This design comes from an exercise in tuning for small area, a short achievable clock period and few clock cycles per item on the open sky130 flow, not from production work.
Only simulation tests tie the RTL to the original design; equivalence was not proved.

**flow/config.mk**
```make
export PLATFORM = sky130hd
export DESIGN_NAME = sensor_frame_deframer_smoother
export DESIGN_NICKNAME = sensor_frame_deframer_smoother
export VERILOG_FILES = /design/flow/design.v
export SDC_FILE = /design/flow/constraint.sdc
export NUM_CORES = 4
export LEC_CHECK = 0
export CAP_MARGIN = 20
export CORE_MARGIN = 2
export CORE_UTILIZATION = 40
export CTS_BUF_LIST = sky130_fd_sc_hd__clkbuf_8
export PLACE_DENSITY = 0.6
export SETUP_SLACK_MARGIN = 5
export SLEW_MARGIN = 20
```
**flow/constraint.sdc**
```tcl
create_clock -name core_clock -period 11.0 [get_ports {clk}]
set_input_delay 2.2000 -clock core_clock [delete_from_list [all_inputs] [get_ports {clk}]]
set_output_delay 2.2000 -clock core_clock [all_outputs]
set_load 0.01 [all_outputs]
```
**flow/design.v**
```verilog
`default_nettype none
package sfd_pkg;
	localparam logic [7:0] BYTE_START = 8'h41;
	localparam logic [7:0] BYTE_END   = 8'h40;
	localparam logic [16:0] FACTOR_RESET = 17'd19661;
	localparam logic [16:0] FACTOR_ONE   = 17'd65536;
endpackage
`default_nettype wire
`default_nettype none
module sfd_add #(
	parameter int W = 32
) (
	input  wire logic [W-1:0] a,
	input  wire logic [W-1:0] b,
	input  wire logic         cin,
	output logic [W-1:0]      s,
	output logic              cout
);
	localparam int L = $clog2(W);
	logic [W-1:0] p;
	logic [W-1:0] gg [L+1];
	logic [W-1:0] pp [L+1];
	logic [W:0]   c;
	assign p     = a ^ b;
	assign gg[0] = (a & b) | {{(W-1){1'b0}}, p[0] & cin};
	assign pp[0] = p;
	for (genvar l = 0; l < L; l++) begin : g_lvl
		for (genvar i = 0; i < W; i++) begin : g_bit
			if (((i >> l) & 1) == 1) begin : g_op
				localparam int J = ((i >> l) << l) - 1;
				assign gg[l+1][i] = gg[l][i] | (pp[l][i] & gg[l][J]);
				assign pp[l+1][i] = pp[l][i] & pp[l][J];
			end else begin : g_pass
				assign gg[l+1][i] = gg[l][i];
				assign pp[l+1][i] = pp[l][i];
			end
		end
	end
	assign c    = {gg[L], cin};
	assign s    = p ^ c[W-1:0];
	assign cout = c[W];
endmodule
`default_nettype wire
`default_nettype none
import sfd_pkg::*;
module sensor_frame_deframer_smoother (
	input  wire logic         clk,
	input  wire logic         arst_n,
	input  wire logic         rx_valid,
	output logic              rx_ready,
	input  wire logic [7:0]   rx_byte,
	output logic              result_valid,
	input  wire logic         result_ready,
	output logic [28:0]       encoder_angle_avg,
	output logic [31:0]       wind_speed_avg,
	output logic [31:0]       wind_angle_avg,
	output logic [15:0]       raw_count,
	output logic              float_saturated,
	input  wire logic         cfg_we,
	input  wire logic [16:0]  cfg_wdata
);
	function automatic logic [33:0] to_q16(input logic [31:0] bits);
		logic        s;
		logic [7:0]  e;
		logic [62:0] y;
		logic [31:0] mag;
		logic        inr;
		logic        big;
		logic [31:0] v;
		logic        sat;
		begin
			s   = bits[31];
			e   = bits[30:23];
			y   = {31'd0, 1'b1, bits[22:0], 8'b0} << e[4:0];
			mag = e[7] ? y[45:14] : {15'd0, y[62:46]};
			inr = (e >= 8'd111) && (e <= 8'd141);
			big = (e >= 8'd142);
			sat = big && !(s && (e == 8'd142) && (bits[22:0] == 23'd0));
			if (inr) begin
				v = s ? ~mag : mag;
			end else if (big && !((e == 8'hFF) && (bits[22:0] != 23'd0))) begin
				v = s ? 32'h8000_0000 : 32'h7FFF_FFFF;
			end else begin
				v = 32'd0;
			end
			to_q16 = {sat, inr & s, v};
		end
	endfunction
	function automatic logic [2:0] booth(input logic b2, input logic b1, input logic b0);
		booth = {b2 & !(b1 & b0), (b2 & !b1 & !b0) | (!b2 & b1 & b0), b1 ^ b0};
	endfunction
	function automatic logic [34:0] brow(input logic [2:0] c, input logic [32:0] x);
		logic [34:0] m;
		begin
			m = c[0] ? {{2{x[32]}}, x} : (c[1] ? {x[32], x, 1'b0} : 35'd0);
			brow = m ^ {35{c[2]}};
		end
	endfunction
	logic [7:0]  hist_q [11];
	logic [3:0]  fill_q;
	logic        start_q;
	logic        pend_q;
	logic        snapped_q;
	logic        valid_q;
	logic [10:1] ph_q;
	logic        run;
	logic        xfer;
	logic        snap;
	logic        ph0;
	logic        busy_q;
	logic        rdy_q;
	logic        snap_q;
	logic        pend_n;
	logic        snapped_n;
	logic        busy_n;
	assign run       = |ph_q;
	assign rx_ready  = rdy_q;
	assign xfer      = rx_valid && rdy_q;
	assign snap      = snap_q;
	assign ph0       = snapped_q && !valid_q && !run;
	assign pend_n    = (xfer && start_q && (rx_byte == BYTE_END)) || (pend_q && !snap);
	assign snapped_n = snap || (snapped_q && !ph0);
	assign busy_n    = snapped_n || ph0 || (|ph_q[9:1]);
	always_ff @(posedge clk) begin
		if (xfer) begin
			hist_q[0] <= rx_byte;
			for (int i = 1; i < 11; i++) begin
				hist_q[i] <= hist_q[i-1];
			end
		end
	end
	always_ff @(posedge clk or negedge arst_n) begin
		if (!arst_n) begin
			fill_q  <= '0;
			start_q <= 1'b0;
			pend_q  <= 1'b0;
			busy_q  <= 1'b0;
			rdy_q   <= 1'b1;
			snap_q  <= 1'b0;
		end else begin
			snap_q <= pend_n && !busy_n;
			busy_q <= busy_n;
			rdy_q  <= !(pend_n && busy_n);
			if (xfer) begin
				if (fill_q != 4'd10) begin
					fill_q <= fill_q + 4'd1;
				end
				start_q <= (fill_q == 4'd10) && (hist_q[9] == BYTE_START);
			end
			pend_q <= pend_n;
		end
	end
	logic [32:0] d_q;
	logic [15:0] cnt_q;
	logic        sat_q;
	logic [15:0] cnt_out_q;
	logic        sat_out_q;
	logic [32:0] xs_q;
	logic [32:0] xd_q;
	logic        s1_q;
	logic        dsel0_q;
	logic        dsel1_q;
	logic [15:0] frame_cnt;
	logic [21:0] cnt45;
	logic [31:0] conv_in;
	logic [33:0] conv;
	assign frame_cnt = {hist_q[10], hist_q[9]};
	assign conv_in   = ({32{snap}} & {hist_q[8], hist_q[7], hist_q[6], hist_q[5]})
		| ({32{dsel1_q}} & {hist_q[5], hist_q[4], hist_q[3], hist_q[2]})
		| ({32{dsel0_q}} & {hist_q[4], hist_q[3], hist_q[2], hist_q[1]});
	assign conv      = to_q16(conv_in);
	logic [21:0] m45_s1;
	logic [21:0] m45_c1;
	logic [21:0] m45_s2;
	logic [21:0] m45_c2;
	logic        m45_co;
	assign m45_s1 = ({6'd0, frame_cnt} << 5) ^ ({6'd0, frame_cnt} << 3) ^ ({6'd0, frame_cnt} << 2);
	assign m45_c1 = ((({6'd0, frame_cnt} << 5) & ({6'd0, frame_cnt} << 3))
		| (({6'd0, frame_cnt} << 5) & ({6'd0, frame_cnt} << 2))
		| (({6'd0, frame_cnt} << 3) & ({6'd0, frame_cnt} << 2))) << 1;
	assign m45_s2 = m45_s1 ^ m45_c1 ^ {6'd0, frame_cnt};
	assign m45_c2 = ((m45_s1 & m45_c1) | (m45_s1 & {6'd0, frame_cnt})
		| (m45_c1 & {6'd0, frame_cnt})) << 1;
	sfd_add #(.W(22)) u_add45 (
		.a    (m45_s2),
		.b    (m45_c2),
		.cin  (1'b0),
		.s    (cnt45),
		.cout (m45_co)
	);
	always_ff @(posedge clk) begin
		s1_q    <= snap;
		dsel0_q <= snap && !xfer;
		dsel1_q <= snap && xfer;
		if (snap) begin
			cnt_q <= frame_cnt;
			sat_q <= conv[33];
			xs_q  <= conv[32:0];
		end else if (s1_q) begin
			sat_q <= sat_q | conv[33];
			xd_q  <= conv[32:0];
		end
		if (ph_q[10]) begin
			cnt_out_q <= cnt_q;
			sat_out_q <= sat_q;
		end
	end
	logic [16:0] g_q;
	logic [31:0] p0_q;
	logic [31:0] p1_q;
	logic [31:0] p2_q;
	logic        selx_q;
	logic [2:0]  ca_q;
	logic [2:0]  cb_q;
	logic [2:0]  cc_q;
	logic [43:0] accs_q;
	logic [43:0] accc_q;
	logic        cin_q;
	logic        negc_q;
	logic        ph_sub;
	logic        step0;
	logic        step1;
	logic        step2;
	logic [2:0]  bw [9];
	logic [49:0] ang_t;
	logic [32:0] xin;
	logic [32:0] diff;
	logic [34:0] row_a;
	logic [34:0] row_b;
	logic [34:0] row_c;
	logic [49:0] in0;
	logic [49:0] in1;
	logic [49:0] in2;
	logic [49:0] in3;
	logic [49:0] in4;
	logic [49:0] s1;
	logic [49:0] c1;
	logic [49:0] s2;
	logic [49:0] c2;
	logic [49:0] cs_s;
	logic [49:0] cs_c;
	logic [6:0]  low;
	logic [31:0] a_new;
	always_comb begin
		for (int j = 0; j < 8; j++) begin
			bw[j] = booth(g_q[2*j+1], g_q[2*j], (j == 0) ? 1'b0 : g_q[2*j-1]);
		end
		bw[8] = {2'b00, g_q[16] | g_q[15]};
	end
	assign ph_sub = ph_q[3] | ph_q[6];
	assign step0  = ph_q[1] | ph_q[4] | ph_q[7];
	assign step1  = ph_q[2] | ph_q[5] | ph_q[8];
	assign step2  = ph_q[3] | ph_q[6] | ph_q[9];
	logic [49:0] ang_a1;
	logic [49:0] ang_a2;
	logic [49:0] ang_a3;
	logic [49:0] ang_s;
	logic [49:0] ang_c;
	logic        ang_co;
	logic        diff_co;
	assign ang_a1 = {4'd0, ({24'd0, d_q[21:0]} << 24) | {24'd0, d_q[21:0]}};
	assign ang_a2 = {28'd0, d_q[21:0]} << 12;
	assign ang_a3 = {~{p0_q[31], p0_q}, 17'h1_0000};
	assign ang_s  = ang_a1 ^ ang_a2 ^ ang_a3;
	assign ang_c  = ((ang_a1 & ang_a2) | (ang_a1 & ang_a3) | (ang_a2 & ang_a3)) << 1;
	sfd_add #(.W(50)) u_add_ang (
		.a    (ang_s),
		.b    (ang_c),
		.cin  (1'b0),
		.s    (ang_t),
		.cout (ang_co)
	);
	assign xin  = selx_q ? xs_q : xd_q;
	sfd_add #(.W(33)) u_add_diff (
		.a    ({xin[31], xin[31:0]}),
		.b    (~{p1_q[31], p1_q}),
		.cin  (xin[32]),
		.s    (diff),
		.cout (diff_co)
	);
	always_ff @(posedge clk) begin
		if (ph_q[2]) begin
			selx_q <= 1'b1;
		end else if (ph_q[5]) begin
			selx_q <= 1'b0;
		end
		if (step0) begin
			ca_q <= bw[3]; cb_q <= bw[4]; cc_q <= bw[5];
		end else if (step1) begin
			ca_q <= bw[6]; cb_q <= bw[7]; cc_q <= bw[8];
		end else begin
			ca_q <= bw[0]; cb_q <= bw[1]; cc_q <= bw[2];
		end
	end
	assign row_a = brow(ca_q, d_q);
	assign row_b = brow(cb_q, d_q);
	assign row_c = brow(cc_q, d_q);
	assign in0 = {11'd0, !row_a[34], row_a[34], row_a[34], row_a[33:0], 1'b0, cin_q & !step0};
	assign in1 = {10'd0, 1'b1, !row_b[34], row_b[33:0], 1'b0, ca_q[2], 1'b0, negc_q};
	assign in2 = {9'h1FF, !row_c[34], row_c[33:0], 1'b0, cb_q[2], 4'd0};
	assign in3 = step0 ? {p0_q, 18'd0} : {6'd0, accs_q};
	assign in4 = step0 ? {31'd0, g_q, 2'd0} : {6'd0, accc_q};
	assign s1   = in0 ^ in1 ^ in2;
	assign c1   = ((in0 & in1) | (in0 & in2) | (in1 & in2)) << 1;
	assign s2   = s1 ^ c1 ^ in3;
	assign c2   = ((s1 & c1) | (s1 & in3) | (c1 & in3)) << 1;
	assign cs_s = s2 ^ c2 ^ in4;
	assign cs_c = ((s2 & c2) | (s2 & in4) | (c2 & in4)) << 1;
	logic        anew_co;
	sfd_add #(.W(6)) u_add_low (
		.a    (cs_s[5:0]),
		.b    (cs_c[5:0]),
		.cin  (1'b0),
		.s    (low[5:0]),
		.cout (low[6])
	);
	sfd_add #(.W(32)) u_add_new (
		.a    (accs_q[31:0]),
		.b    (accc_q[31:0]),
		.cin  (cin_q),
		.s    (a_new),
		.cout (anew_co)
	);
	always_ff @(posedge clk) begin
		accs_q <= cs_s[49:6];
		accc_q <= cs_c[49:6];
		cin_q  <= low[6];
		negc_q <= cc_q[2];
		if (snap) begin
			d_q <= {11'd0, cnt45};
		end else if (ph0) begin
			d_q <= ang_t[49:17];
		end else if (ph_sub) begin
			d_q <= diff;
		end
	end
	always_ff @(posedge clk or negedge arst_n) begin
		if (!arst_n) begin
			g_q       <= FACTOR_RESET;
			valid_q   <= 1'b0;
			snapped_q <= 1'b0;
			ph_q      <= '0;
			p0_q      <= '0;
			p1_q      <= '0;
			p2_q      <= '0;
		end else begin
			if (cfg_we) begin
				g_q <= (cfg_wdata > FACTOR_ONE) ? FACTOR_ONE : cfg_wdata;
			end
			snapped_q <= snapped_n;
			ph_q <= {ph_q[9:1], ph0};
			if (ph_q[10]) begin
				valid_q <= 1'b1;
			end else if (valid_q && result_ready) begin
				valid_q <= 1'b0;
			end
			if (step2) begin
				p0_q <= p1_q;
				p1_q <= p2_q;
			end
			if (ph_q[4] || ph_q[7] || ph_q[10]) begin
				p2_q <= a_new;
			end
		end
	end
	assign result_valid      = valid_q;
	assign encoder_angle_avg = p0_q[28:0];
	assign wind_speed_avg    = p1_q;
	assign wind_angle_avg    = p2_q;
	assign raw_count         = cnt_out_q;
	assign float_saturated   = sat_out_q;
endmodule
`default_nettype wire
```
**flow/run.sh**
```bash
#!/bin/bash
# synth_recipe.tcl (not shown) runs the flow's synth.tcl, then flattens the netlist and writes it again
# the make line also repeats each setting of config.mk as NAME=value (left out here)
make -C /OpenROAD-flow-scripts/flow DESIGN_CONFIG=/design/flow/config.mk WORK_HOME=/design/flow/orfs CLKGATE_MAP_FILE= SYNTH_SCRIPT=/design/flow/synth_recipe.tcl finish
```
==> results of run 1 <==
[metal layers]
layer  track usage  vias up
li1              -     9682
met1         0.302    10400
met2         0.354      712
met3        0.0340      131
met4        0.0801        4
met5             0        -
[cell usage in the layout (no fill, tap or decap), types with 43 or more instances in the layout]
cell type,instances
nand2_1,330
inv_1,263
edfxtp_1,210
o21ai_0,198
fa_1,168
ha_1,163
clkdlybuf4s50_1,140
dfrtp_1,123
dfxtp_1,111
xnor2_1,110
a21oi_1,103
nor2_1,98
clkbuf_8,91
mux2_2,81
a22oi_1,73
xor2_1,69
mux2i_1,66
and2_1,43
[worst max path at each step]
stage,slack [ns],startpoint,to
floorplan,6.14,rx_valid,snap_q$_DFF_PN0_
global placement,6.21,rx_valid,snap_q$_DFF_PN0_
detailed placement,6.19,rx_valid,snap_q$_DFF_PN0_
CTS,6.68,hist_q[9][4]$_DFFE_PP_,d_q[17]$_DFFE_PP_
global route,6.39,selx_q$_SDFFE_PP1P_,d_q[22]$_SDFFE_PP0P_
finish,6.70,hist_q[9][4]$_DFFE_PP_,d_q[17]$_DFFE_PP_
[flip-flops by register name (all words and copies together) (netlist names), 3 cells and up]
register / count
xd_q: 33
xs_q: 33
cnt_out_q: 16
ca_q: 3
p1_q: 32
accs_q: 44
accc_q: 44
ph_q: 10
fill_q: 4
d_q: 33
g_q: 17
p2_q: 32
cc_q: 3
p0_q: 32
cnt_q: 16
hist_q: 88
cb_q: 3
[cell type report]
cell class	count	area (sq um)	share of cell area
inverters	233	877	0.0270
clock buffers	91	1250	0.0385
well taps	950	1190	0.0366
flip-flops and latches	457	11900	0.367
repair buffers	170	1660	0.0509
multi-input cells	1876	15200	0.469
clock inverters	57	332	0.0102
diodes	3	7.51	0.000231
[kinds of logic (layout without fill, tap and decap cells)]
family,count (synthesis),count (layout),share of synthesized area
AO/OA/AOI/OAI,596,596,0.135
adder cells (fa/ha/maj),331,331,0.187
buffers and inverters,394,551,0.0578
multiplexers,147,147,0.0546
other,0,3,0
flip-flops,457,457,0.414
XOR/XNOR,179,179,0.0544
AND/OR/NAND/NOR,623,623,0.0966
[worst max-delay path, cell delays in order (launching register included)]
cell and delay (ns):
edfxtp_1 0.57, fa_1 0.55, fa_1 0.49, ha_1 0.35, o21a_1 0.20, o21a_1 0.19, a311oi_2 0.40, a211oi_1 0.19
or2_2 0.34, fa_1 0.38, xnor2_1 0.17, nand2_1 0.07, o31ai_1 0.10, a21oi_1 0.06
[through the flow]
stage | util | hold WS (ns) | instances
6_report | 0.455 | 0.396 | 3837
4_1_cts | 0.455 | 0.394 | 3832
3_5_place_dp | 0.432 | 0.381 | 3684
3_3_place_gp | 0.432 | 0.374 | 3684
5_1_grt | 0.455 | 0.399 | 3836
2_1_floorplan | - | 0.329 | 2727
==> summary.txt, run 1 <==
status -> finished clean
largest net degree at the start of global routing -> 71
final setup fails -> 0
Iteration-0 DRC Markers -> 2021
routed length per instance -> 21.3 um
Synth top cells by count -> 330 x nand2_1, 232 x inv_1, 210 x edfxtp_1
Ys Warns -> 18
EDFF count, synth -> 210
most used flip-flop cell after synthesis -> edfxtp_1
most numerous cell in the Yosys netlist -> nand2_1
worst path required time -> 11.44 ns
setup TNS -> 0 ns
vias per cell -> 5.45
Reg2Reg Depth -> 13
DRC viols -> 0
drt total wl -> 81.6 mm
Netlist cell types -> 80
sequential fraction of the synthesis area -> 0.414
cts hold-fix bufs -> 0
final global-route overflow total -> 0
first-pass GRT wire length -> 125 mm
register bit total from synthesis -> 457
fin. max-slew vios -> 0
DRT antenna net count -> 0
Post-Synthesis Net Count -> 3088
routed wl met2 -> 37.9 mm
worst r2r src -> hist_q[9][4]$_DFFE_PP_
pre-CTS setup slack -> 6.19 ns
wl on met1 -> 36.1 mm
# nets final -> 3179
TritonCTS buffer count -> 80
hold path depth -> 0
clock buffer depth -> 3
Final min period -> 4.30 ns
Max Fclk -> 232 MHz
RR Endpoint -> d_q[17]$_DFFE_PP_
core area -> 0.0714 sq mm
Top Layer Used -> met5
slew margin rel. -> 0.305
Tightest Pin Transition -> 1.04 ns
router iterations before antenna repair -> 9
number of buffers added for setup after CTS -> 0
Die Y -> 272 um
share of cells above drive strength 1 -> 0.0922
min-delay worst type -> reg2reg
Layout area overhead -> 12.8%
Area after DPL -> 0.0309 sq mm
htree depth -> 3
vias in the first global route -> 21000
clock slew seen by the registers of the worst setup and hold paths -> 0.07 ns
Final Hold Fails -> 0
vias -> 20900
Setup CP Type -> reg2reg
leading area contributor after synthesis -> edfxtp_1
die width -> 272 um
clock latency on the worst-skew pair -> 0.70 ns
post-synthesis async set-or-reset flop share -> 0.291
I/O Buffers -> 141
Worst setup SP type -> flop
# fillers -> 6662
initial core utilization -> 0.404
design area -> 0.0325 sq mm
reg2reg setup slack -> 6.70 ns
met3 routed WL -> 4.92 mm
top cell type's share of synthesized area -> 0.219
CP Data Arrival Time -> 4.74 ns
DIE AREA -> 0.0742 sq mm
DP HPWL -> 61.4 mm
CP Max Fanout -> 7
global placement routability congestion -> 0.894
Rows -> 98
Area contributors post-synth -> edfxtp_1 22%, fa_1 12%, dfrtp_1 11%, dfxtp_1 7.9%, ha_1 7.1%
Syn Area/Cell -> 10.6 sq um
post-route setup slack -> 6.70 ns
post-synthesis instance total -> 2727
# clock sinks -> 457
Hold EP -> ph_q[4]$_DFF_PN0_
CTS resizes -> 0
initial antenna violation count -> 5
Setup crit end kind -> flop
Root Driver -> clkbuf_8
RSZ-0062 raised after global routing -> no
Ports -> 142
global-route usage over all layers -> 0.220
skew final -> 0.0261 ns
max_cap viols -> 0
Syn Std Cell Area -> 0.0288 sq mm
Hold Startpoint -> ph_q[3]$_DFF_PN0_
fin crit share -> 0.391
CTS tree -> built
Testbench counts, summed over its fixed seeds: cycles 14,504, items 1,200.
==> inputs of run 2 (changes only) <==
--- a/flow/config.mk
+++ b/flow/config.mk
@@ -10,3 +10,2 @@
 export CORE_UTILIZATION = 40
-export CTS_BUF_LIST = sky130_fd_sc_hd__clkbuf_8
 export PLACE_DENSITY = 0.6
==> summary.txt, run 2 <==
CTS resizes -> 0
# fillers -> 6641
max_cap viols -> 0
register bit total from synthesis -> 457
clock latency on the worst-skew pair -> 0.60 ns
router iterations before antenna repair -> 7
sequential fraction of the synthesis area -> 0.414
RSZ-0062 raised after global routing -> no
core area -> 0.0714 sq mm
global placement routability congestion -> 0.894
cts hold-fix bufs -> 0
Layout area overhead -> 12.9%
TritonCTS buffer count -> 52
most frequent cells in the layout -> 330 x nand2_1, 231 x inv_1, 210 x edfxtp_1
simple-gate portion of the synthesized area -> 0.0966
Die Y -> 272 um
most used flip-flop cell after synthesis -> edfxtp_1
Netlist cell types -> 80
most numerous cell in the Yosys netlist -> nand2_1
Syn Area/Cell -> 10.6 sq um
share of cells above drive strength 1 -> 0.0830
die width -> 272 um
DRC viols -> 0
Worst setup SP type -> flop
Synth top cells by count -> 330 x nand2_1, 232 x inv_1, 210 x edfxtp_1
# clock sinks -> 457
first-pass GRT wire length -> 125 mm
post-synthesis instance total -> 2727
top cell type's share of synthesized area -> 0.219
CP Max Fanout -> 7
Post-Synthesis Net Count -> 3088
CTS tree -> built
status -> finished clean
clock buffer depth -> 3
I/O Buffers -> 141
Root Driver -> clkbuf_16
Post-Synth Adder-Cell Area -> 0.187
Ys Warns -> 18
vias -> 20700
min-delay worst type -> reg2reg
largest net degree at the start of global routing -> 71
Area contributors post-synth -> edfxtp_1 22%, fa_1 12%, dfrtp_1 11%, dfxtp_1 7.9%, ha_1 7.1%
global-route usage over all layers -> 0.218
vias in the first global route -> 20700
# nets final -> 3151
post-synthesis share of cell area spent on xor and xnor gates -> 0.0544
EDFF count, synth -> 210
CP Data Arrival Time -> 4.67 ns
Syn Std Cell Area -> 0.0288 sq mm
fin util -> 0.456
max reg flops -> 88
setup TNS -> 0 ns
routed length per instance -> 21.5 um
fraction of synthesized area in multiplexers -> 0.0546
initial core utilization -> 0.404
htree depth -> 2
main combinational cell family by area after synthesis -> adder cells
top flop regs -> hist_q x88, accc_q x44, accs_q x44
fin crit share -> 0.395
initial antenna violation count -> 0
Ports -> 142
slew margin rel. -> 0.321
DP HPWL -> 61.4 mm
final setup fails -> 0
Top reg by flops -> hist_q
Rows -> 98
Setup CP Type -> reg2reg
clock slew seen by the registers of the worst setup and hold paths -> 0.06 ns
Tightest Pin Transition -> 1.02 ns
fin. max-slew vios -> 0
number of buffers added for setup after CTS -> 0
worst path required time -> 11.32 ns
area of the multi-input gates -> 0.0152 sq mm
leading area contributor after synthesis -> edfxtp_1
skew final -> 0.0130 ns
Final min period -> 4.34 ns
Synth Area in Compound Gates -> 0.135
number of diodes -> 0
vias per cell -> 5.49
post-synthesis async set-or-reset flop share -> 0.291
Max Fclk -> 230 MHz
DRT antenna net count -> 0
drt total wl -> 81.3 mm
DIE AREA -> 0.0742 sq mm
Final Hold Fails -> 0
register area -> 0.0119 sq mm
Iteration-0 DRC Markers -> 1991
most common cell after layout, fill and taps aside -> nand2_1
final global-route overflow total -> 0
Setup crit end kind -> flop
[run 2: cell counts after synthesis]
Identical to the previous run, type by type.
[run 2: worst paths after layout]
path                                   startpoint                   end  slack [ns]  cells past startpoint
max                        hist_q[9][4]$_DFFE_PP_     d_q[17]$_DFFE_PP_        6.66                     13
min                             ph_q[3]$_DFF_PN0_     ph_q[4]$_DFF_PN0_        0.39                      0
max reg2reg                hist_q[9][4]$_DFFE_PP_     d_q[17]$_DFFE_PP_        6.66                     13
min reg2reg                     ph_q[3]$_DFF_PN0_     ph_q[4]$_DFF_PN0_        0.39                      0
max in group asynchronous                  arst_n  p2_q[19]$_DFFE_PN0P_        7.94                      2
min in group asynchronous                  arst_n   p0_q[5]$_DFFE_PN0P_        1.66                      1
[run 2: stage by stage]
| step | area (sq um) | worst slack, ns | hold slack, ns | instances |
|---|---|---|---|---|
| after floorplan | 28800 | 6.14 | 0.329 | 2727 |
| after global placement | 30900 | 6.21 | 0.374 | 3684 |
| after detailed placement | 30900 | 6.19 | 0.381 | 3684 |
| after CTS | 32500 | 6.66 | 0.394 | 3778 |
| after global routing | 32500 | 6.37 | 0.400 | 3780 |
| final | 32500 | 6.66 | 0.394 | 3780 |
[run 2: routing by layer]
| metal | track usage | vias to the layer above | share of wire |
|---|---|---|---|
| met4 | 0.0737 | 0 | 0.033 |
| met3 | 0.0258 | 112 | 0.047 |
| met5 | 0 | - | 0 |
| met2 | 0.355 | 619 | 0.47 |
| li1 | - | 9598 | - |
| met1 | 0.303 | 10400 | 0.45 |
[run 2: area by class of cell]
type	count	area share
Clock buffer	71	0.0447
Clock inverter	23	0.00569
Inverter	233	0.0270
Multi-Input combinational cell	1876	0.469
Sequential cell	457	0.367
Tap cell	950	0.0365
Timing Repair Buffer	170	0.0509
[run 2: logic make-up (layout without fill, tap and decap cells)]
group / after synthesis / count (layout)
adder cells (fa/ha/maj): 331 / 331
AND/OR/NAND/NOR: 623 / 623
flip-flops: 457 / 457
buffers and inverters: 394 / 497
AO/OA/AOI/OAI: 596 / 596
multiplexers: 147 / 147
XOR/XNOR: 179 / 179
[run 2: critical path, stage by stage, from the launching register on]
cell      delay [ns]
edfxtp_1        0.57
fa_1            0.55
fa_1            0.49
ha_1            0.35
o21a_1          0.20
o21a_1          0.19
a311oi_2        0.40
a211oi_1        0.19
or2_2           0.34
fa_1            0.38
xnor2_1         0.18
nand2_1         0.07
o31ai_1         0.10
a21oi_1         0.06
==> inputs of run 3 (changes only) <==
--- a/flow/design.v
+++ b/flow/design.v
@@ -226,3 +226,2 @@
 	logic [32:0] xin;
-	logic [32:0] diff;
 	logic [34:0] row_a;
@@ -259,3 +258,2 @@
 	logic        ang_co;
-	logic        diff_co;
 	assign ang_a1 = {4'd0, ({24'd0, d_q[21:0]} << 24) | {24'd0, d_q[21:0]}};
@@ -265,5 +263,6 @@
 	assign ang_c  = ((ang_a1 & ang_a2) | (ang_a1 & ang_a3) | (ang_a2 & ang_a3)) << 1;
+	assign xin = selx_q ? xs_q : xd_q;
 	sfd_add #(.W(50)) u_add_ang (
-		.a    (ang_s),
-		.b    (ang_c),
+		.a    (ph0 ? ang_s : {xin[31], xin[31:0], 17'h1_FFFF}),
+		.b    (ph0 ? ang_c : {~{p1_q[31], p1_q}, 16'd0, xin[32]}),
 		.cin  (1'b0),
@@ -272,10 +271,2 @@
 	);
-	assign xin  = selx_q ? xs_q : xd_q;
-	sfd_add #(.W(33)) u_add_diff (
-		.a    ({xin[31], xin[31:0]}),
-		.b    (~{p1_q[31], p1_q}),
-		.cin  (xin[32]),
-		.s    (diff),
-		.cout (diff_co)
-	);
 	always_ff @(posedge clk) begin
@@ -330,6 +321,4 @@
 			d_q <= {11'd0, cnt45};
-		end else if (ph0) begin
+		end else if (ph0 || ph_sub) begin
 			d_q <= ang_t[49:17];
-		end else if (ph_sub) begin
-			d_q <= diff;
 		end
==> summary.txt, run 3 <==
# fillers -> 6495
# clock sinks -> 457
worst path required time -> 11.49 ns
DRT antenna net count -> 0
initial core utilization -> 0.404
leading area contributor after synthesis -> edfxtp_1
vias per cell -> 5.38
post-route setup slack -> 6.25 ns
post-synthesis instance total -> 2659
top cell type's share of synthesized area -> 0.223
first-pass GRT wire length -> 118 mm
vias -> 19900
cts hold-fix bufs -> 0
vias in the first global route -> 19800
routed length per instance -> 20.5 um
most common cell after layout, fill and taps aside -> nand2_1
Critical Path Most Common Cell -> a21oi_1
cell chain of the critical path -> nor3_4 -> nand2_1 -> nor3_2 -> buf_4 -> a211oi_1 -> a21oi_1 -> ha_1 -> a211oi_1 -> o21ai_0 -> a21oi_1 -> a21oi_1 -> nand3_2 -> o22ai_2 -> nand4_2 -> a31oi_2 -> nor3b_1 -> o221a_1
max_cap viols -> 0
router iterations before antenna repair -> 5
area of the multi-input gates -> 0.0149 sq mm
final setup fails -> 0
Final min period -> 4.75 ns
fin crit share -> 0.432
register bit total from synthesis -> 457
CP Max Fanout -> 40
Post-Synthesis Net Count -> 2987
fin. max-slew vios -> 0
clock buffer depth -> 3
top flop regs -> hist_q x88, accc_q x44, accs_q x44
final global-route overflow total -> 0
status -> finished clean
clock slew seen by the registers of the worst setup and hold paths -> 0.06 ns
# nets final -> 3037
share of cells above drive strength 1 -> 0.0890
core area -> 0.0700 sq mm
RSZ-0062 raised after global routing -> no
EDFF count, synth -> 210
DIE AREA -> 0.0729 sq mm
Syn Std Cell Area -> 0.0283 sq mm
CP Data Arrival Time -> 5.24 ns
Ys Warns -> 15
die width -> 270 um
Worst setup SP type -> flop
slew margin rel. -> 0.266
most used flip-flop cell after synthesis -> edfxtp_1
CTS tree -> built
CTS resizes -> 0
Netlist cell types -> 83
reg2reg setup slack -> 6.25 ns
min-delay worst type -> reg2reg
CP Buf/Inv Count -> 1
register area -> 0.0119 sq mm
most numerous cell in the Yosys netlist -> nand2_1
Die Y -> 270 um
Tightest Pin Transition -> 1.10 ns
number of buffers added for setup after CTS -> 0
Top reg by flops -> hist_q
global-route usage over all layers -> 0.206
Iteration-0 DRC Markers -> 1731
sequential fraction of the synthesis area -> 0.421
Ports -> 142
Setup crit end kind -> flop
max reg flops -> 88
drt total wl -> 75.6 mm
Setup CP Type -> reg2reg
most frequent cells in the layout -> 334 x nand2_1, 210 x edfxtp_1, 173 x inv_1
DRC viols -> 0
fin util -> 0.459
Max Fclk -> 211 MHz
pre-CTS setup slack -> 6.09 ns
Rows -> 97
initial antenna violation count -> 3
I/O Buffers -> 141
clock latency on the worst-skew pair -> 0.62 ns
skew final -> 0.0242 ns
Final Hold Fails -> 0
global placement routability congestion -> 0.882
post-synthesis async set-or-reset flop share -> 0.291
Area contributors post-synth -> edfxtp_1 22%, fa_1 11%, dfrtp_1 11%, dfxtp_1 8.1%, ha_1 6.0%
largest net degree at the start of global routing -> 101
Syn Area/Cell -> 10.7 sq um
Root Driver -> clkbuf_16
setup TNS -> 0 ns
Top delay family on crit path -> compound AO/OA/AOI/OAI gates
htree depth -> 2
TritonCTS buffer count -> 52
slowest cell on the critical path -> nor3_4
DP HPWL -> 57.1 mm
CP peak stage delay -> 0.68 ns
Synth top cells by count -> 334 x nand2_1, 210 x edfxtp_1, 174 x inv_1
Layout area overhead -> 13.6%
run 3: changes by cell type after synthesis, sizes merged, moves of 10 or more:
cell | before | now
inv | 232 | 174
nor2 | 99 | 129
nand2b | 15 | 5
mux2 | 81 | 91
nor2b | 11 | 33
mux2i | 66 | 93
o21ai | 213 | 181
a21oi | 105 | 139
ha | 163 | 136
a211oi | 11 | 34
nor3 | 40 | 26
o21a | 18 | 4
xor2 | 69 | 80
run 3: logic make-up after synthesis:
kind of cell,share of synthesized area
compound gates,0.124
flops,0.421
buf+inv,0.0527
xor+xnor,0.0563
mux,0.0691
simple gates,0.102
fa+ha+maj,0.175
run 3: layout make-up:
cell class,count,area share
diodes,1,0.0000778
clock buffers,70,0.0451
clock inverters,27,0.0121
inverters,174,0.0203
multi-input cells,1858,0.464
flip-flops and latches,457,0.371
well taps,940,0.0366
repair buffers,166,0.0504
run 3: worst paths after layout:
kind / cells after the start / endpoint / from
max in group asynchronous: 2 / p0_q[28]$_DFFE_PN0P_ / arst_n
max: 17 / d_q[32]$_SDFFE_PP0P_ / ph_q[7]$_DFF_PN0_
max reg2reg: 17 / d_q[32]$_SDFFE_PP0P_ / ph_q[7]$_DFF_PN0_
min reg2reg: 0 / hist_q[1][1]$_DFFE_PP_ / hist_q[0][1]$_DFFE_PP_
min: 0 / hist_q[1][1]$_DFFE_PP_ / hist_q[0][1]$_DFFE_PP_
min in group asynchronous: 1 / p2_q[0]$_DFFE_PN0P_ / arst_n
run 3: worst reg2reg max path, cell delays in order, from the launching register on:
cell and delay, ns:
dfrtp_1 0.44, nor3_4 0.68, nand2_1 0.25, nor3_2 0.16, buf_4 0.42, a211oi_1 0.16, a21oi_1 0.27, ha_1 0.23
a211oi_1 0.10, o21ai_0 0.36, a21oi_1 0.11, a21oi_1 0.24, nand3_2 0.16, o22ai_2 0.32, nand4_2 0.20, a31oi_2 0.24
nor3b_1 0.08, o221a_1 0.22
run 3: metrics by stage:
stage / hold WS, ns / area [sq um] / instances
floorplan: 0.329 / 28300 / 2659
global placement: 0.378 / 30300 / 3594
detailed placement: 0.387 / 30300 / 3594
CTS: 0.400 / 32100 / 3691
global route: 0.428 / 32200 / 3692
finish: 0.418 / 32200 / 3693
run 3: routing by layer:
layer / wire length [um] / global-route usage / share of wire
met1: 32700 / 0.276 / 0.43
met4: 2270 / 0.0623 / 0.030
met3: 3630 / 0.0253 / 0.048
met2: 36900 / 0.350 / 0.49
met5: 13 / 0 / 0.00017
Testbench counts of run 3, summed over its fixed seeds: cycles 14,504, items 1,200.
==> inputs of run 4 (changes only) <==
--- a/flow/design.v
+++ b/flow/design.v
@@ -265,4 +265,6 @@
 	sfd_add #(.W(50)) u_add_ang (
-		.a    (ph0 ? ang_s : {xin[31], xin[31:0], 17'h1_FFFF}),
-		.b    (ph0 ? ang_c : {~{p1_q[31], p1_q}, 16'd0, xin[32]}),
+		.a    (ph0 ? ang_s : (ph_sub ? {xin[31], xin[31:0], 17'h1_FFFF}
+		                            : {1'b0, accs_q[31:0], 17'h1_FFFF})),
+		.b    (ph0 ? ang_c : (ph_sub ? {~{p1_q[31], p1_q}, 16'd0, xin[32]}
+		                            : {1'b0, accc_q[31:0], 16'd0, cin_q})),
 		.cin  (1'b0),
@@ -299,3 +301,2 @@
 	assign cs_c = ((s2 & c2) | (s2 & in4) | (c2 & in4)) << 1;
-	logic        anew_co;
 	sfd_add #(.W(6)) u_add_low (
@@ -307,9 +308,3 @@
 	);
-	sfd_add #(.W(32)) u_add_new (
-		.a    (accs_q[31:0]),
-		.b    (accc_q[31:0]),
-		.cin  (cin_q),
-		.s    (a_new),
-		.cout (anew_co)
-	);
+	assign a_new = ang_t[48:17];
 	always_ff @(posedge clk) begin
==> summary.txt, run 4 <==
most frequent cells in the layout -> 369 x nand2_1, 210 x edfxtp_1, 203 x o21ai_0
Area contributors post-synth -> edfxtp_1 23%, fa_1 11%, dfrtp_1 11%, dfxtp_1 8.3%, nand2_1 5.0%
Max Fclk -> 186 MHz
post-synthesis async set-or-reset flop share -> 0.291
Iteration-0 DRC Markers -> 1755
DRT antenna net count -> 0
routed length per instance -> 23.2 um
Syn Std Cell Area -> 0.0274 sq mm
CP Max Fanout -> 103
clock latency on the worst-skew pair -> 0.63 ns
slew margin rel. -> 0.268
cts hold-fix bufs -> 0
# fillers -> 6269
Die Y -> 266 um
Final Hold Fails -> 0
Final min period -> 5.37 ns
max reg flops -> 88
CP Data Arrival Time -> 5.73 ns
router iterations before antenna repair -> 8
Post-Synth Adder-Cell Area -> 0.163
skew final -> 0.0199 ns
DRC viols -> 0
final global-route overflow total -> 0
most common cell after layout, fill and taps aside -> nand2_1
number of diodes -> 0
initial antenna violation count -> 0
reg2reg setup slack -> 5.63 ns
setup TNS -> 0 ns
clock buffer depth -> 3
most used flip-flop cell after synthesis -> edfxtp_1
largest net degree at the start of global routing -> 104
top flop regs -> hist_q x88, accc_q x44, accs_q x44
global placement routability congestion -> 0.926
Rows -> 96
Worst setup SP type -> flop
main combinational cell family by area after synthesis -> adder cells
max_cap viols -> 0
vias in the first global route -> 20000
Tightest Pin Transition -> 1.10 ns
drt total wl -> 82.8 mm
first-pass GRT wire length -> 127 mm
final setup fails -> 0
Top reg by flops -> hist_q
most numerous cell in the Yosys netlist -> nand2_1
Ys Warns -> 12
Netlist cell types -> 69
fin. max-slew vios -> 0
# nets final -> 2937
# clock sinks -> 457
EDFF count, synth -> 210
sequential fraction of the synthesis area -> 0.435
post-synthesis instance total -> 2601
die width -> 266 um
TritonCTS buffer count -> 52
Post-Synthesis Net Count -> 2894
top cell type's share of synthesized area -> 0.230
Root Driver -> clkbuf_16
CTS tree -> built
vias -> 20100
status -> finished clean
post-synthesis share of cell area spent on xor and xnor gates -> 0.0546
Synth Area in Compound Gates -> 0.128
I/O Buffers -> 141
Synth top cells by count -> 369 x nand2_1, 210 x edfxtp_1, 203 x o21ai_0
Setup crit end kind -> flop
fin crit share -> 0.488
global-route usage over all layers -> 0.236
DIE AREA -> 0.0707 sq mm
simple-gate portion of the synthesized area -> 0.0996
number of buffers added for setup after CTS -> 0
initial core utilization -> 0.402
share of cells above drive strength 1 -> 0.0911
DP HPWL -> 61.4 mm
min-delay worst type -> reg2reg
core area -> 0.0682 sq mm
clock slew seen by the registers of the worst setup and hold paths -> 0.06 ns
Setup CP Type -> reg2reg
register bit total from synthesis -> 457
RSZ-0062 raised after global routing -> no
Syn Area/Cell -> 10.5 sq um
htree depth -> 2
leading area contributor after synthesis -> edfxtp_1
fraction of synthesized area in multiplexers -> 0.0673
vias per cell -> 5.62
worst path required time -> 11.36 ns
Layout area overhead -> 13.7%
Ports -> 142
[run 4: cell count changes in the layout (fill, tap and decap cells not counted), moves of 10 or more]
| cell | delta |
|---|---|
| ha_1 | -29 |
| nor2b_1 | -18 |
| nor2_1 | -19 |
| a21o_1 | -10 |
| a22oi_1 | +13 |
| o21ai_0 | +59 |
| inv_1 | -14 |
| nand2_1 | +35 |
| mux2i_1 | -13 |
| a211oi_1 | -29 |
| o211ai_1 | +41 |
| a21oi_1 | -31 |
[run 4: kinds of logic (layout without fill, tap and decap cells)]
logic type                 after synthesis  after routing
adders and majority gates              263            263
DFF                                    457            457
buffers and inverters                  341            428
muxes                                  173            173
and+or+nand+nor                        630            630
AOI/OAI and AO/OA                      566            566
xor gates and xnor gates               171            171
[run 4: layer usage]
layer | vias up | part of all wire | GRT usage
li1 | 9107 | - | -
met1 | 10000 | 0.42 | 0.325
met2 | 791 | 0.47 | 0.381
met3 | 134 | 0.071 | 0.0375
met4 | 0 | 0.034 | 0.0785
met5 | - | 0 | 0
[run 4: what timing repair did]
item,in CTS,in global routing
setup endpoints to repair,0,1
resized for setup,0,2
endpoints found under the hold margin,0,0
[run 4: final timing paths]
path / to / cells past startpoint / startpoint
worst max-delay path: d_q[21]$_DFFE_PP_ / 17 / ph_q[10]$_DFF_PN0_
worst min-delay path: hist_q[1][3]$_DFFE_PP_ / 0 / hist_q[0][3]$_DFFE_PP_
max in group asynchronous: snap_q$_DFF_PN0_ / 2 / arst_n
worst min register to register: hist_q[1][3]$_DFFE_PP_ / 0 / hist_q[0][3]$_DFFE_PP_
worst max register to register: d_q[21]$_DFFE_PP_ / 17 / ph_q[10]$_DFF_PN0_
min in group asynchronous: p0_q[16]$_DFFE_PN0P_ / 1 / arst_n
[run 4: worst max-delay path, cell delays in order (launching register included)]
cell and delay [ns]:
dfrtp_1 0.85, nor3b_1 0.14, nand4_1 0.15, buf_6 0.53
inv_2 0.47, nand2_1 0.17, o21ai_0 0.10, ha_1 0.39
a21oi_1 0.18, o21ai_1 0.12, a221o_1 0.43, o2bb2ai_2 0.19
o31ai_2 0.28, nand2b_1 0.17, a21o_1 0.23, a21oi_1 0.19
xnor2_1 0.11, mux2_1 0.29
[run 4: cell type report]
type,instances,area (sq um),area share
Multi-Input combinational cell,1803,14100,0.452
Sequential cell,457,11900,0.383
Timing Repair Buffer,169,1630,0.0521
Clock buffer,74,1520,0.0486
Tap cell,882,1100,0.0354
Inverter,161,606,0.0194
Clock inverter,24,310,0.00995
[run 4: metrics by stage]
stage	utilization	instances	setup WS [ns]	hold WS [ns]	instance area (sq um)
final	0.457	3570	5.63	0.417	31200
after global routing	0.457	3570	5.25	0.424	31200
after CTS	0.457	3570	5.02	0.415	31200
after detailed placement	0.430	3472	5.07	0.395	29400
after global placement	0.430	3472	5.26	0.379	29400
after floorplan	-	2601	6.02	0.329	27400
Testbench counts of run 4, summed over its fixed seeds: cycles 14,504, items 1,200.
==> inputs of run 5 (changes only) <==
--- a/flow/design.v
+++ b/flow/design.v
@@ -109,3 +109,5 @@
 	logic        ph0;
-	logic        busy_q;
+	logic        ph0_q;
+	logic        valid_n;
+	logic        run_n;
 	logic        rdy_q;
@@ -119,3 +121,5 @@
 	assign snap      = snap_q;
-	assign ph0       = snapped_q && !valid_q && !run;
+	assign ph0       = ph0_q;
+	assign valid_n   = ph_q[10] || (valid_q && !result_ready);
+	assign run_n     = ph0 || (|ph_q[9:1]);
 	assign pend_n    = (xfer && start_q && (rx_byte == BYTE_END)) || (pend_q && !snap);
@@ -136,3 +140,2 @@
 			pend_q  <= 1'b0;
-			busy_q  <= 1'b0;
 			rdy_q   <= 1'b1;
@@ -141,3 +144,2 @@
 			snap_q <= pend_n && !busy_n;
-			busy_q <= busy_n;
 			rdy_q  <= !(pend_n && busy_n);
@@ -325,2 +327,3 @@
 			snapped_q <= 1'b0;
+			ph0_q     <= 1'b0;
 			ph_q      <= '0;
@@ -334,8 +337,5 @@
 			snapped_q <= snapped_n;
+			ph0_q     <= snapped_n && !valid_n && !run_n;
 			ph_q <= {ph_q[9:1], ph0};
-			if (ph_q[10]) begin
-				valid_q <= 1'b1;
-			end else if (valid_q && result_ready) begin
-				valid_q <= 1'b0;
-			end
+			valid_q <= valid_n;
 			if (step2) begin
==> summary.txt, run 5 <==
number of buffers added for setup after CTS -> 0
Reg2Reg Depth -> 15
Final Hold Fails -> 0
skew final -> 0.0419 ns
post-synthesis async set-or-reset flop share -> 0.293
Critical Path Most Common Cell -> a21oi_1
Hold Startpoint -> ph_q[8]$_DFF_PN0_
final setup fails -> 0
worst path required time -> 11.37 ns
max reg flops -> 88
most used flip-flop cell after synthesis -> edfxtp_1
slew margin rel. -> 0.255
Tightest Pin Transition -> 1.12 ns
TritonCTS buffer count -> 53
routed length per instance -> 23.3 um
clock slew seen by the registers of the worst setup and hold paths -> 0.06 ns
hold_ws -> 0.389 ns
Rows -> 96
Synth top cells by count -> 347 x nand2_1, 214 x o21ai_0, 210 x edfxtp_1
# clock sinks -> 458
Area contributors post-synth -> edfxtp_1 23%, dfrtp_1 11%, fa_1 11%, dfxtp_1 8.2%, ha_1 4.8%
Ys Warns -> 12
status -> finished clean
Die Y -> 267 um
Setup CP Type -> reg2reg
core area -> 0.0686 sq mm
clock buffer depth -> 3
global-route usage over all layers -> 0.238
Syn Std Cell Area -> 0.0277 sq mm
DRT antenna net count -> 0
top cell type's share of synthesized area -> 0.228
router iterations before antenna repair -> 10
htree depth -> 2
# fillers -> 6439
DRC viols -> 0
number of diodes -> 0
most common cell after layout, fill and taps aside -> nand2_1
vias -> 20400
first-pass GRT wire length -> 128 mm
fin. max-slew vios -> 0
die width -> 267 um
Max Fclk -> 222 MHz
fin crit share -> 0.409
Hold EP -> ph_q[9]$_DFF_PN0_
global placement routability congestion -> 0.944
RSZ-0062 raised after global routing -> no
Top reg by flops -> hist_q
CP Data Arrival Time -> 4.87 ns
drt total wl -> 85.0 mm
Root Driver -> clkbuf_16
Worst setup SP type -> flop
cell chain of the critical path -> or2_2 -> buf_4 -> nor2_1 -> a21oi_1 -> nor2_1 -> a21oi_1 -> ha_1 -> and2_1 -> a221o_1 -> a21oi_1 -> and3_1 -> nand2_1 -> fa_1 -> xor2_1 -> mux2_2
# nets final -> 2964
worst r2r src -> ph_q[3]$_DFF_PN0_
EDFF count, synth -> 210
setup TNS -> 0 ns
final global-route overflow total -> 0
initial core utilization -> 0.403
vias per cell -> 5.60
register bit total from synthesis -> 458
post-synthesis instance total -> 2621
CP Max Fanout -> 87
share of cells above drive strength 1 -> 0.0935
Final min period -> 4.50 ns
Iteration-0 DRC Markers -> 2387
Post-Synthesis Net Count -> 2914
hold path depth -> 0
clock latency on the worst-skew pair -> 0.64 ns
CTS tree -> built
leading area contributor after synthesis -> edfxtp_1
Ports -> 142
DIE AREA -> 0.0713 sq mm
initial antenna violation count -> 1
min-delay worst type -> reg2reg
Setup crit end kind -> flop
most numerous cell in the Yosys netlist -> nand2_1
most frequent cells in the layout -> 347 x nand2_1, 214 x o21ai_0, 210 x edfxtp_1
CP peak stage delay -> 0.68 ns
Netlist cell types -> 73
Layout area overhead -> 13.8%
Syn Area/Cell -> 10.6 sq um
vias in the first global route -> 20400
CTS resizes -> 0
top flop regs -> hist_q x88, accc_q x44, accs_q x44
I/O Buffers -> 141
cts hold-fix bufs -> 0
largest net degree at the start of global routing -> 95
DP HPWL -> 62.7 mm
reg2reg setup slack -> 6.50 ns
RR Endpoint -> d_q[16]$_DFFE_PP_
sequential fraction of the synthesis area -> 0.432
max_cap viols -> 0
slowest cell on the critical path -> buf_4
[run 5: changes by cell type after synthesis, sizes merged, moves of 15 or more]
cell    change
nor3       +19
o211ai     -24
o31ai      +16
xnor2      -15
xor2       -26
nand2      -21
mux2i      +24
[run 5: metal layers]
layer  vias up  GRT usage  routed length (um)
li1       9295          -                   -
met1     10200      0.331               37200
met2       785      0.383               39700
met3       137     0.0346                5540
met4         0     0.0744                2490
met5         -          0                   0
[run 5: kinds of logic (layout without fill, tap and decap cells)]
kind of cell    after synthesis  in the layout  share of synthesized area
simple gates                657            657                      0.106
compound gates              580            580                      0.131
flops                       458            458                      0.432
buf+inv                     333            428                     0.0515
fa+ha+maj                   263            263                      0.161
mux                         200            200                     0.0767
xor+xnor                    130            130                     0.0412
[run 5: worst max-delay path: cells and delay by family, from the launching register on]
family                   cells  cell delay, ns
AO/OA/AOI/OAI                4            0.97
AND/OR/NAND/NOR              6            0.94
adder cells (fa/ha/maj)      2            0.76
buffers and inverters        1            0.68
flip-flops                   1            0.43
multiplexers                 1            0.27
XOR/XNOR                     1            0.17
[run 5: worst max-delay path by stage]
stage | from | to | cells past startpoint
2_1_floorplan | rx_valid | fill_q[1]$_DFFE_PN0P_ | 5
6_report | ph_q[3]$_DFF_PN0_ | d_q[16]$_DFFE_PP_ | 15
3_5_place_dp | rx_valid | snap_q$_DFF_PN0_ | 8
5_1_grt | selx_q$_SDFFE_PP1P_ | d_q[16]$_DFFE_PP_ | 12
4_1_cts | selx_q$_SDFFE_PP1P_ | d_q[16]$_DFFE_PP_ | 12
3_3_place_gp | cfg_we | g_q[7]$_DFFE_PN1P_ | 4
[run 5: layout make-up]
cell class / instances / area, sq um / share of cell area
timing repair buffer: 172 / 1650 / 0.0524
sequential: 458 / 12000 / 0.380
clock inverter: 24 / 254 / 0.00807
tap: 931 / 1160 / 0.0370
inverter: 156 / 587 / 0.0186
multi-input combinational: 1830 / 14300 / 0.455
clock buffer: 76 / 1550 / 0.0491
[run 5: stage by stage]
step	instance area, sq um	utilization	setup WS (ns)	instances
after global routing	31500	0.459	6.21	3647
after CTS	31500	0.459	6.49	3647
after global placement	29700	0.433	6.49	3547
final	31500	0.459	6.50	3647
after detailed placement	29700	0.433	6.42	3547
after floorplan	27700	-	6.00	2621
Testbench counts of run 5, summed over its fixed seeds: cycles 14,504, items 1,200.
==> inputs of run 6 (changes only) <==
--- a/flow/design.v
+++ b/flow/design.v
@@ -267,6 +267,4 @@
 	sfd_add #(.W(50)) u_add_ang (
-		.a    (ph0 ? ang_s : (ph_sub ? {xin[31], xin[31:0], 17'h1_FFFF}
-		                            : {1'b0, accs_q[31:0], 17'h1_FFFF})),
-		.b    (ph0 ? ang_c : (ph_sub ? {~{p1_q[31], p1_q}, 16'd0, xin[32]}
-		                            : {1'b0, accc_q[31:0], 16'd0, cin_q})),
+		.a    (ph0 ? ang_s : {xin[31], xin[31:0], 17'h1_FFFF}),
+		.b    (ph0 ? ang_c : {~{p1_q[31], p1_q}, 16'd0, xin[32]}),
 		.cin  (1'b0),
@@ -303,2 +301,3 @@
 	assign cs_c = ((s2 & c2) | (s2 & in4) | (c2 & in4)) << 1;
+	logic        anew_co;
 	sfd_add #(.W(6)) u_add_low (
@@ -310,3 +309,9 @@
 	);
-	assign a_new = ang_t[48:17];
+	sfd_add #(.W(32)) u_add_new (
+		.a    (accs_q[31:0]),
+		.b    (accc_q[31:0]),
+		.cin  (cin_q),
+		.s    (a_new),
+		.cout (anew_co)
+	);
 	always_ff @(posedge clk) begin
==> summary.txt, run 6 <==
Area contributors post-synth -> edfxtp_1 23%, fa_1 12%, dfrtp_1 11%, dfxtp_1 8.2%, ha_1 6.1%
Critical Path Most Common Cell -> a21oi_1
number of diodes -> 0
sequential fraction of the synthesis area -> 0.428
clock slew seen by the registers of the worst setup and hold paths -> 0.06 ns
core area -> 0.0688 sq mm
drt total wl -> 77.2 mm
max reg flops -> 88
min-delay worst type -> reg2reg
Final min period -> 4.50 ns
Die Y -> 268 um
most used flip-flop cell after synthesis -> edfxtp_1
CTS resizes -> 0
vias in the first global route -> 19900
cell chain of the critical path -> inv_1 -> nor2_1 -> a21oi_1 -> ha_1 -> a21oi_1 -> a211oi_1 -> a211o_1 -> a32oi_2 -> o31ai_1 -> a31o_2 -> a31oi_1 -> mux2i_1 -> nand3_1
Ports -> 142
TritonCTS buffer count -> 50
global placement routability congestion -> 0.942
register area -> 0.0120 sq mm
register bit total from synthesis -> 458
I/O Buffers -> 141
post-synthesis instance total -> 2574
router iterations before antenna repair -> 8
CP Data Arrival Time -> 4.97 ns
clock buffer depth -> 3
share of cells above drive strength 1 -> 0.0822
status -> finished clean
post-synthesis async set-or-reset flop share -> 0.293
htree depth -> 2
most numerous cell in the Yosys netlist -> nand2_1
max_cap viols -> 0
top flop regs -> hist_q x88, accc_q x44, accs_q x44
crit path from -> ph0_q$_DFF_PN0_
leading area contributor after synthesis -> edfxtp_1
DRT antenna net count -> 0
Final Hold Fails -> 0
Iteration-0 DRC Markers -> 1812
global-route usage over all layers -> 0.216
number of buffers added for setup after CTS -> 0
die width -> 268 um
most frequent cells in the layout -> 326 x nand2_1, 210 x edfxtp_1, 184 x o21ai_0
final global-route overflow total -> 0
Layout area overhead -> 13.2%
Ys Warns -> 15
clock latency on the worst-skew pair -> 0.60 ns
most common cell after layout, fill and taps aside -> nand2_1
vias -> 19700
# fillers -> 6425
# nets final -> 2963
RSZ-0062 raised after global routing -> no
Syn Std Cell Area -> 0.0279 sq mm
Root Driver -> clkbuf_16
slew margin rel. -> 0.221
Max Fclk -> 222 MHz
skew final -> 0.0177 ns
largest net degree at the start of global routing -> 87
vias per cell -> 5.45
EDFF count, synth -> 210
Syn Area/Cell -> 10.9 sq um
final setup fails -> 0
# clock sinks -> 458
Setup CP Type -> reg2reg
CTS tree -> built
fin. max-slew vios -> 0
worst r2r src -> ph0_q$_DFF_PN0_
DIE AREA -> 0.0720 sq mm
initial core utilization -> 0.406
Worst setup SP type -> flop
Synth top cells by count -> 326 x nand2_1, 210 x edfxtp_1, 184 x o21ai_0
top cell type's share of synthesized area -> 0.226
DP HPWL -> 58.1 mm
first-pass GRT wire length -> 119 mm
Rows -> 96
slowest cell on the critical path -> dfrtp_4
worst path required time -> 11.47 ns
CP Max Fanout -> 73
cts hold-fix bufs -> 0
area of the multi-input gates -> 0.0146 sq mm
Netlist cell types -> 76
Tightest Pin Transition -> 1.16 ns
initial antenna violation count -> 2
fin crit share -> 0.409
Hold Startpoint -> ph_q[8]$_DFF_PN0_
Post-Synthesis Net Count -> 2902
Top delay family on crit path -> compound AO/OA/AOI/OAI gates
setup TNS -> 0 ns
DRC viols -> 0
routed length per instance -> 21.4 um
CP Buf/Inv Count -> 1
Setup crit end kind -> flop
Top reg by flops -> hist_q
CP peak stage delay -> 0.95 ns
==> run 6: cell types whose count changed in the layout (fill, tap and decap cells not counted), moves of 15 or more <==
cell / change
nor2_1: -35
o21ai_0: -30
ha_1: +29
a21oi_1: -25
mux2_2: -21
nand2_1: -21
a21o_1: +18
xor2_1: +18
a211oi_1: +17
nor2b_1: +17
mux2i_1: +15
==> run 6: logic make-up (layout without fill, tap and decap cells) <==
| logic type | Yosys count | after routing | share of synthesized area |
|---|---|---|---|
| compound gates | 547 | 547 | 0.126 |
| xor+xnor | 154 | 154 | 0.0483 |
| fa+ha+maj | 298 | 298 | 0.177 |
| buf+inv | 330 | 433 | 0.0511 |
| flops | 458 | 458 | 0.428 |
| mux | 196 | 196 | 0.0738 |
| simple gates | 591 | 591 | 0.0958 |
==> run 6: final cells by class <==
cell class	count	share of cell area
multi-input combinational	1786	0.461
clock inverter	19	0.00574
clock buffer	75	0.0454
sequential	458	0.379
timing repair buffer	172	0.0524
tap	931	0.0369
inverter	167	0.0199
==> run 6: worst paths after layout <==
path | end | slack [ns] | cells after the start
max in group asynchronous | p0_q[25]$_DFFE_PN0P_ | 7.99 | 2
min in group asynchronous | fill_q[1]$_DFFE_PN0P_ | 1.65 | 1
min reg2reg | ph_q[9]$_DFF_PN0_ | 0.40 | 0
min | ph_q[9]$_DFF_PN0_ | 0.40 | 0
max reg2reg | d_q[25]$_SDFFE_PP0P_ | 6.50 | 13
max | d_q[25]$_SDFFE_PP0P_ | 6.50 | 13
==> run 6: routing by layer <==
metal / wire length (um) / part of all wire / up-vias / track usage
met2: 36400 / 0.47 / 585 / 0.354
met3: 4400 / 0.057 / 122 / 0.0345
met5: 26 / 0.00034 / - / 0
met1: 34000 / 0.44 / 9818 / 0.295
li1: - / - / 9152 / -
met4: 2330 / 0.030 / 4 / 0.0670
==> run 6: per-stage QoR <==
stage               hold slack, ns  worst slack [ns]  std cells  cell area [sq um]   util
finish                       0.400              6.50       3608              31600  0.459
global route                 0.403              6.24       3608              31600  0.459
CTS                          0.398              6.60       3608              31600  0.459
detailed placement           0.386              6.14       3514              30000  0.436
global placement             0.380              6.24       3513              30000  0.436
floorplan                    0.329              6.14       2574              27900      -
Testbench counts of run 6, summed over its fixed seeds: cycles 14,504, items 1,200.
==> inputs of run 7 (changes only) <==
--- a/flow/design.v
+++ b/flow/design.v
@@ -214,2 +214,3 @@
 	logic        selx_q;
+	logic        selb_ang_q;
 	logic [2:0]  ca_q;
@@ -268,3 +269,3 @@
 		.a    (ph0 ? ang_s : {xin[31], xin[31:0], 17'h1_FFFF}),
-		.b    (ph0 ? ang_c : {~{p1_q[31], p1_q}, 16'd0, xin[32]}),
+		.b    (selb_ang_q ? ang_c : {~{p1_q[31], p1_q}, 16'd0, xin[32]}),
 		.cin  (1'b0),
@@ -274,2 +275,3 @@
 	always_ff @(posedge clk) begin
+		selb_ang_q <= snapped_n && !valid_n && !run_n;
 		if (ph_q[2]) begin
==> summary.txt, run 7 <==
fin crit share -> 0.393
post-route setup slack -> 6.68 ns
DIE AREA -> 0.0723 sq mm
TritonCTS buffer count -> 51
top cell type's share of synthesized area -> 0.225
most used flip-flop cell after synthesis -> edfxtp_1
register bit total from synthesis -> 459
die width -> 269 um
final setup fails -> 0
DP HPWL -> 59.8 mm
Setup CP Type -> reg2reg
Rows -> 97
design area -> 0.0320 sq mm
I/O Buffers -> 141
router iterations before antenna repair -> 9
Top reg by flops -> hist_q
Ys Warns -> 15
DRT antenna net count -> 0
Area contributors post-synth -> edfxtp_1 22%, fa_1 12%, dfrtp_1 11%, dfxtp_1 8.2%, ha_1 6.1%
setup TNS -> 0 ns
Tightest Pin Transition -> 1.04 ns
clock buffer depth -> 3
htree depth -> 2
Ports -> 142
final global-route overflow total -> 0
Layout area overhead -> 13.9%
Syn Area/Cell -> 10.7 sq um
global placement routability congestion -> 0.902
first-pass GRT wire length -> 122 mm
largest net degree at the start of global routing -> 90
most numerous cell in the Yosys netlist -> nand2_1
Final min period -> 4.32 ns
status -> finished clean
fin. max-slew vios -> 0
max_cap viols -> 0
slew margin rel. -> 0.301
global-route usage over all layers -> 0.223
Reg2Reg Depth -> 13
number of buffers added for setup after CTS -> 0
reg2reg setup slack -> 6.68 ns
Final Non-Filler Cells -> 3644
Iteration-0 DRC Markers -> 1905
post-synthesis async set-or-reset flop share -> 0.292
Setup crit end kind -> flop
vias in the first global route -> 20100
worst path required time -> 11.33 ns
initial core utilization -> 0.403
core area -> 0.0697 sq mm
vias -> 19900
Worst setup SP type -> flop
Die Y -> 269 um
Final Hold Fails -> 0
hold path depth -> 0
Hold Startpoint -> ph_q[8]$_DFF_PN0_
Hold EP -> ph_q[9]$_DFF_PN0_
most common cell after layout, fill and taps aside -> nand2_1
CP Data Arrival Time -> 4.66 ns
# clock sinks -> 459
number of diodes -> 0
cts hold-fix bufs -> 0
max reg flops -> 88
Area after DPL -> 0.0301 sq mm
RSZ-0062 raised after global routing -> no
initial antenna violation count -> 5
EDFF count, synth -> 210
dpl cells -> 3547
clock latency on the worst-skew pair -> 0.61 ns
hold_ws -> 0.385 ns
post-synthesis instance total -> 2614
Syn Std Cell Area -> 0.0280 sq mm
sequential fraction of the synthesis area -> 0.427
# nets final -> 2989
worst r2r src -> hist_q[9][5]$_DFFE_PP_
skew final -> 0.0366 ns
routed length per instance -> 21.9 um
CP Max Fanout -> 7
most frequent cells in the layout -> 339 x nand2_1, 210 x edfxtp_1, 186 x o21ai_0
vias per cell -> 5.47
Netlist cell types -> 77
share of cells above drive strength 1 -> 0.0880
drt total wl -> 79.9 mm
Post-Synthesis Net Count -> 2942
RR Endpoint -> d_q[17]$_DFFE_PP_
clock slew seen by the registers of the worst setup and hold paths -> 0.06 ns
top flop regs -> hist_q x88, accc_q x44, accs_q x44
leading area contributor after synthesis -> edfxtp_1
Root Driver -> clkbuf_16
Max Fclk -> 231 MHz
pre-CTS setup slack -> 6.28 ns
crit path from -> hist_q[9][5]$_DFFE_PP_
Synth top cells by count -> 339 x nand2_1, 210 x edfxtp_1, 186 x o21ai_0
CTS resizes -> 0
DRC viols -> 0
min-delay worst type -> reg2reg
CTS tree -> built
## run 7: cell count changes in the layout (fill, tap and decap cells not counted), moves of 12 or more
cell      delta
a211oi_1    -13
a21o_1      -13
a21oi_1     +21
clkbuf_1    -12
nand2_1     +13
o21ai_1     -20
## run 7: worst max path at each step
stage | endpoint | slack [ns] | cells past startpoint
after detailed placement | snap_q$_DFF_PN0_ | 6.28 | 7
after global routing | xd_q[1]$_DFFE_PP_ | 6.23 | 9
final | d_q[17]$_DFFE_PP_ | 6.68 | 13
after CTS | d_q[17]$_DFFE_PP_ | 6.70 | 13
after global placement | snap_q$_DFF_PN0_ | 6.44 | 7
after floorplan | snap_q$_DFF_PN0_ | 6.14 | 5
## run 7: layout make-up
cell class / count / area (sq um)
inverter: 177 / 666
clock inverter: 34 / 432
timing repair buffer: 170 / 1650
tap: 940 / 1180
multi-input combinational: 1802 / 14600
clock buffer: 62 / 1390
sequential: 459 / 12000
fill: 6525 / 37700
## run 7: routing by layer
metal	up-vias	global-route usage	part of all wire
met4	6	0.0680	0.030
met1	9939	0.314	0.45
li1	9221	-	-
met2	619	0.353	0.46
met5	-	0	0.00051
met3	132	0.0348	0.058
## run 7: through the flow
stage | utilization
4_1_cts | 0.458
3_5_place_dp | 0.432
3_3_place_gp | 0.432
6_report | 0.459
5_1_grt | 0.459
2_1_floorplan | -
## run 7: logic make-up after synthesis
group,after synthesis,share of synthesized area
and+or+nand+nor,622,0.101
AOI/OAI and AO/OA,533,0.123
DFF,459,0.427
buffers and inverters,353,0.0526
adders and majority gates,298,0.176
muxes,195,0.0728
xor gates and xnor gates,154,0.0481
## run 7: critical path: stages (launching register included)
cell,delay (ns)
edfxtp_1,0.58
fa_1,0.52
fa_1,0.49
ha_1,0.35
o21a_1,0.19
o21ai_0,0.21
a21oi_1,0.12
a221oi_1,0.54
o221a_2,0.32
inv_1,0.05
fa_1,0.37
xor2_1,0.17
nand2_1,0.06
o21ai_0,0.08
Testbench counts of run 7, summed over its fixed seeds: cycles 14,504, items 1,200.

## static timing again, ports no longer ideal
How much do the figures lean on ideal ports? The routed layouts below were timed once more, with nothing changed but the port constraints. Step 1: set_driving_cell puts a clkbuf_16 on clk and a buf_2 on each other input, an assumption about the parent block. Step 2 also shifts input and output timing later by t, the mid clock arrival at the registers, as if the neighbouring blocks saw the same clock. Three values: ideal, step 1, step 2; two values: the first two.
run | t, ns | setup slack, ns | worst hold slack (ns) | worst setup path at the end | worst register clock-pin slew, ns
run 1 | 0.744 | 6.696 / 6.696 / 6.139 | 0.396 / 0.396 / 0.396 | input to register | 0.07 / 0.07
run 2 | 0.649 | 6.657 / 6.657 / 6.136 | 0.394 / 0.394 / 0.394 | input to register | 0.06 / 0.06
run 3 | 0.661 | 6.253 / 6.253 / 6.253 | 0.418 / 0.418 / 0.418 | register to register | 0.06 / 0.06
run 4 | 0.678 | 5.628 / 5.628 / 5.628 | 0.417 / 0.417 / 0.417 | register to register | 0.07 / 0.07
run 5 | 0.682 | 6.502 / 6.502 / 6.502 | 0.389 / 0.389 / 0.389 | register to register | 0.07 / 0.07
run 6 | 0.657 | 6.500 / 6.500 / 6.091 | 0.400 / 0.400 / 0.400 | input to register | 0.07 / 0.07
run 7 | 0.659 | 6.678 / 6.678 / 6.523 | 0.385 / 0.385 / 0.385 | input to register | 0.07 / 0.07
After both steps setup and hold are still met in every run listed. For run 1, which loses most, drivers alone change the setup slack by 0.000 ns; drivers and shift together by -0.557 ns.
